What follows belongs to an exercise in optimizing a design on an open flow for small area and a short achievable clock period; a production flow would make more cautious choices.
Function was checked by simulation only, so behaviour that the tests miss may differ from the original.
Power figures rest on the tool's default switching activity, not on a simulated workload.

## flow/design.v (module list and top-level ports; edited modules follow where they fit)
// module mul_fa: 10 lines
// module mul_ha: 9 lines
// module mul16_lane: 783 lines
// module arrmul: 40 lines
module arrmul (
  input  logic         clk,
  input  logic         reset,
  input  logic [0:127] reg_A,
  input  logic [0:127] reg_B,
  input  logic [0:1]   ctrl_ww,
  input  logic [0:4]   alu_op,
  output logic [0:127] result
);
  // ...
==> flow/flow/run.sh <==
#!/bin/bash
# Standard ORFS layout with extra make settings from flow/make_args.txt (one VAR=value per
# line): the port buffers' cell and timing-repair margins. make's full output goes to make.log.
set -euo pipefail
args=()
while IFS= read -r line; do
  [[ -z "$line" || "$line" == \#* ]] && continue
  args+=("$line")
done < flow/make_args.txt
bash standard.sh "${args[@]}" finish > make.log 2>&1
==> flow/flow/make_args.txt <==
BUFFER_PORTS_ARGS=-buffer_cell sky130_fd_sc_hd__buf_1
SETUP_SLACK_MARGIN=5
==> flow/standard.sh <==
#!/bin/bash
# synth_recipe.tcl (not shown) runs the flow's synth.tcl, then flattens the netlist and writes it again
# the make line also repeats each setting of config.mk as NAME=value (left out here)
make -C /OpenROAD-flow-scripts/flow DESIGN_CONFIG=/design/flow/config.mk WORK_HOME=/design/flow/orfs CLKGATE_MAP_FILE= SYNTH_SCRIPT=/design/flow/synth_recipe.tcl "${@:-finish}"
==> flow/config.mk <==
export PLATFORM = sky130hd
export DESIGN_NAME = arrmul
export DESIGN_NICKNAME = arrmul
export VERILOG_FILES = /design/flow/design.v
export SDC_FILE = /design/flow/constraint.sdc
export NUM_CORES = 4
export LEC_CHECK = 0
export CAP_MARGIN = 20
export CORE_MARGIN = 2
export CORE_UTILIZATION = 40
export SLEW_MARGIN = 20
export SYNTH_HIERARCHICAL = 1
==> flow/constraint.sdc <==
create_clock -name core_clock -period 15.0 [get_ports {clk}]
set_input_delay 3.0000 -clock core_clock [delete_from_list [all_inputs] [get_ports {clk}]]
set_output_delay 3.0000 -clock core_clock [all_outputs]
set_load 0.01 [all_outputs]
==> results_dict.tcl, run 1 <==
set metrics [dict create \
    synth_most_common_cell "fa_1" \
    maxUsedRoutingLayer "met5" \
    startpoint "ctrl_ww[0]" \
    finalInstanceArea_mm2 0.0418 \
    status "no timing/DRC/antenna violations" \
    max_freq_mhz 103 \
    grt_usage_pct 24.9 \
    cts_inserted_buffers 17 \
    seq_power_share_pct 32.8 \
    vias 28276 \
    cp_data_arrival_time_ns 10.13 \
    setup_viol 0 \
    ff_latch_area_mm2 0.00320 \
    avgSynthCellArea_um2 10.6 \
    synth_top_family_by_area "adder cells" \
    hold_path_class "in2async" \
    viasPerCell 5.50 \
    syn_nets 4862 \
    seq_cell_power_uw 358 \
    drc 0 \
    avgRoutedWirePerCell_um 22.8 \
    buffers 537 \
    sh_seq_area_pct 7.66 \
    clk_pin_slew_worst_paths_ns 0.07 \
    cts_root_buffer "clkbuf_16" \
    synth_top_cell_by_area "fa_1" \
    worst-path-max-fanout 32 \
    synth.ff_latch_count 128 \
    cpLargestDelayFamily "adder cells" \
    irDropWorstVdd_v 0.0000828 \
    htree_levels 4 \
    multi_input_area_mm2 0.0335 \
    synth-compound-area-share_pct 8.07 \
    gr-max-usage-layer "met2" \
    yosysUniqueCellTypes 48 \
    synthCells 3589 \
    top_power_group "the clock network" \
    start_kind "input pin" \
    finalNonFillerCells 5137 \
    gp_congestion 0.872 \
    io_buffers 392 \
    dpl_cell_area_mm2 0.0411 \
]
==> inputs of run 2 (changes only) <==
==> flow/flow/make_args.txt (replaced) <==
BUFFER_PORTS_ARGS=-buffer_cell sky130_fd_sc_hd__buf_1
SETUP_SLACK_MARGIN=8
==> run 2 against run 1 <==
Sequential power is essentially flat; die area did not move; clock power up 9.0%; total power is 11% higher; combinational power rose by 26%; clock-buffer cell count fell by 2; synthesized cell count unchanged; cell count is 5.4% higher; via count is 6.4% higher; first-iteration DRC count up 17%; non-clock buffer count grew 273; core utilization grew 5.7 points.
==> results_dict.tcl, run 2 <==
set metrics [dict create \
    viasPerCell 5.56 \
    finalHoldViolations 0 \
    cts_inserted_buffers 17 \
    worstPathRequired_ns 15.44 \
    powerDensity_mw_per_mm2 25.6 \
    vias 30091 \
    fin_crit_ns 8.96 \
    dp_hpwl_um 90700 \
    io_buffers 392 \
    crit_end "result[32]" \
    largest_reg_flops 128 \
    hold_path_class "in2async" \
    synth_top_cell_by_area "fa_1" \
    drive_gt1_share_pct 21.6 \
    end_kind "flip-flop" \
    finalSetupTns_ns 0 \
    clk_pin_slew_worst_paths_ns 0.08 \
    die_h_um 312 \
    start_util_pct 40.5 \
    cap_viol_max_count 0 \
    status "no timing/DRC/antenna violations" \
    synthArstFlopShare_pct 100 \
    avgSynthCellArea_um2 10.6 \
    gr-total-overflow 0 \
    drc 0 \
    grt_max_degree 287 \
    avgRoutedWirePerCell_um 24.8 \
    die_area_mm2 0.0972 \
    largest-register "result" \
    final_common_cell "fa_1" \
    cts_tree "built" \
    synth_top_area_share_pct 42.5 \
    cts_root_buffer "clkbuf_16" \
    start_kind "input pin" \
    clock_sinks 128 \
    nets 5418 \
    postRouteAntennaNets 0 \
    drtIter0Drc 2256 \
    ios 393 \
    power_uw 1210 \
    irDropWorstVdd_v 0.0000817 \
    grt_usage_pct 27.7 \
    synthTopCellsByCount "fa_1, and2_1, and3_1" \
    first_pass_iters 8 \
    worst_slew_pin_slew_ns 0.758 \
    synth_edf_count 0 \
    rows 112 \
    fin_crit_sh_pct 59.7 \
    hold_buffers 0 \
    synth_area_mm2 0.0379 \
    finalMaxSlewViolations 0 \
    yosysUniqueCellTypes 48 \
    htree_levels 4 \
    rsz0062_at_grt "true" \
    p_leak_uw 0.0245 \
    synth_most_common_cell "fa_1" \
    synthCells 3589 \
    drt_wl_total_um 134000 \
    utilization_pct 50.3 \
    finalNonFillerCells 5414 \
    ys_seq_area_share_pct 8.46 \
    syn_nets 4862 \
    grt_pass1_vias 32637 \
    worst-path-max-fanout 5 \
    path_class "in2reg" \
    reg_top3 "result: 128 flops" \
    max_freq_mhz 112 \
    die_w_um 312 \
    clk_path_buf_depth 2 \
    gp_congestion 0.854 \
    grt_pass1_wl_um 203000 \
    final_cell_mix "fa_1, and2_1, and3_1, buf_1, buf_4" \
    synth.ff_latch_count 128 \
    syn_to_final_growth_pct 24.4 \
    yosys_warnings 8 \
    startpoint "alu_op[1]" \
    yosys-top-cells-area "fa_1, dfrtp_1, and2_1" \
    ff_latch_area_mm2 0.00320 \
    multi_input_area_mm2 0.0355 \
    cp_data_arrival_time_ns 9.40 \
    slew_headroom_pct 48.5 \
    antenna_found_initial 6 \
    setup_viol 0 \
    placed_cells 5080 \
    dominantRegCellSynth "dfrtp_1" \
    final.fill_count 8526 \
    coreArea_mm2 0.0936 \
]
[run 2: cell count changes in the layout (fill, tap and decap cells not counted), moves of 17 or more]
cell,before,now
a211oi_2,104,78
a211oi_4,23,50
a21oi_1,40,9
a21oi_2,8,33
and3_1,448,426
and3_4,0,22
buf_12,5,25
buf_16,1,18
buf_4,134,255
buf_6,5,103
fa_1,804,746
fa_2,0,58
ha_1,204,153
ha_4,0,47
[run 2: how the worst min path moves through the flow]
stage	to	depth (start not counted)	slack, ns
2_1_floorplan	result[0]	0	2.70
3_3_place_gp	result[55]	1	3.03
3_5_place_dp	result[55]	1	3.04
4_1_cts	result[52]	1	2.46
5_1_grt	result[52]	1	2.47
6_report	result[52]	1	2.45
[run 2: power breakdown]
group / switching [µW] / internal (µW)
Clock: 207 / 277
Sequential: 4.13 / 354
Combinational: 230 / 136
[run 2: Yosys stat by module (local to each module, per instance)]
| module | flip-flops and latches | cell area, µm² |
|---|---|---|
| arrmul | 128 | 7010 |
| mul16_lane | 0 | 3510 |
| mul_fa | 0 | 20.0 |
| mul_ha | 0 | 12.5 |
[run 2: cell families (layout without fill, tap and decap cells)]
logic type | count (synthesis) | after routing | share of synthesized area [%]
DFF | 128 | 128 | 8.46
buffers and inverters | 342 | 908 | 3.80
xor gates and xnor gates | 276 | 276 | 6.38
muxes | 128 | 128 | 3.38
and+or+nand+nor | 1379 | 1382 | 20.7
adders and majority gates | 1008 | 1008 | 49.2
other | 0 | 2 | 0
AOI/OAI and AO/OA | 328 | 328 | 8.07
[run 2: repair_timing]
action                                  in CTS  in global routing
setup buffers                              206                 68
gates resized for setup                    312                146
cloned                                      19                  7
pin swaps                                  113                109
endpoints found under the setup margin     112                 97
[run 2: layer usage]
metal | global-route usage (%) | wire length [µm] | vias up
li1 | - | - | 12972
met1 | 38.7 | 57900 | 15647
met2 | 43.8 | 61400 | 1246
met3 | 5.44 | 10600 | 222
met4 | 7.86 | 3990 | 4
met5 | 0 | 27 | -
[run 2: per-stage QoR]
step           worst slack, ns  hold WS (ns)  cell area, µm²
5_1_grt                   5.90          2.47           47100
4_1_cts                   6.08          2.46           45800
3_5_place_dp              4.24          3.04           41500
2_1_floorplan             6.17          2.70           38800
3_3_place_gp              4.23          3.03           41500
6_report                  6.04          2.45           47100
[run 2: cell type report]
type | instances | area share [%]
inverter | 66 | 0.560
clock buffer | 18 | 0.911
antenna | 2 | 0.0106
clock inverter | 14 | 0.406
timing repair buffer | 810 | 12.6
tap | 1254 | 3.33
multi-input combinational | 3122 | 75.4
sequential | 128 | 6.80
[run 2: critical path: stages]
cell and delay (ns):
buf_8 0.10, or4b_4 0.66, buf_4 0.19, buf_8 0.13
buf_16 0.14, a211oi_4 0.28, buf_4 0.16, buf_6 0.12
and3_4 0.18, fa_1 0.44, fa_2 0.48, fa_2 0.41
fa_1 0.49, fa_1 0.58, ha_4 0.22, and2_1 0.13
a221o_1 0.37, a221oi_4 0.42, buf_4 0.19, a211o_4 0.21
o211ai_1 0.15, a31oi_1 0.19, xnor2_1 0.13

[static timing again, ports no longer ideal]
The flow's constraints put no driver on any port. The routed layouts listed below were extracted and timed again, unchanged, in two steps.
Step 1 sets driving cells, clkbuf_16 on the clock port and buf_2 on the other inputs (assumed; they add their load-dependent delay and slew).
Step 2 adds t to the input delays and takes it off the output delays; t is the mean of the earliest and latest rising clock arrival at the registers after step 1. Input paths then give back, and output paths get back, about the clock's delay inside the block.
a / b / c = ideal / step 1 / step 2; a / b = the first two.
| run | shift t [ns] | setup slack, ns | pins driven straight from the clock port |
|---|---|---|---|
| run 1 | 0.590 | 5.261 / 5.286 / 4.696 | 1 |
| run 2 | 0.585 | 6.039 / 6.076 / 5.490 | 1 |
After both steps every run listed still meets setup and hold. The setup slack of run 1, which loses most, moves by +0.025 ns with the drivers and by -0.565 ns with both steps.
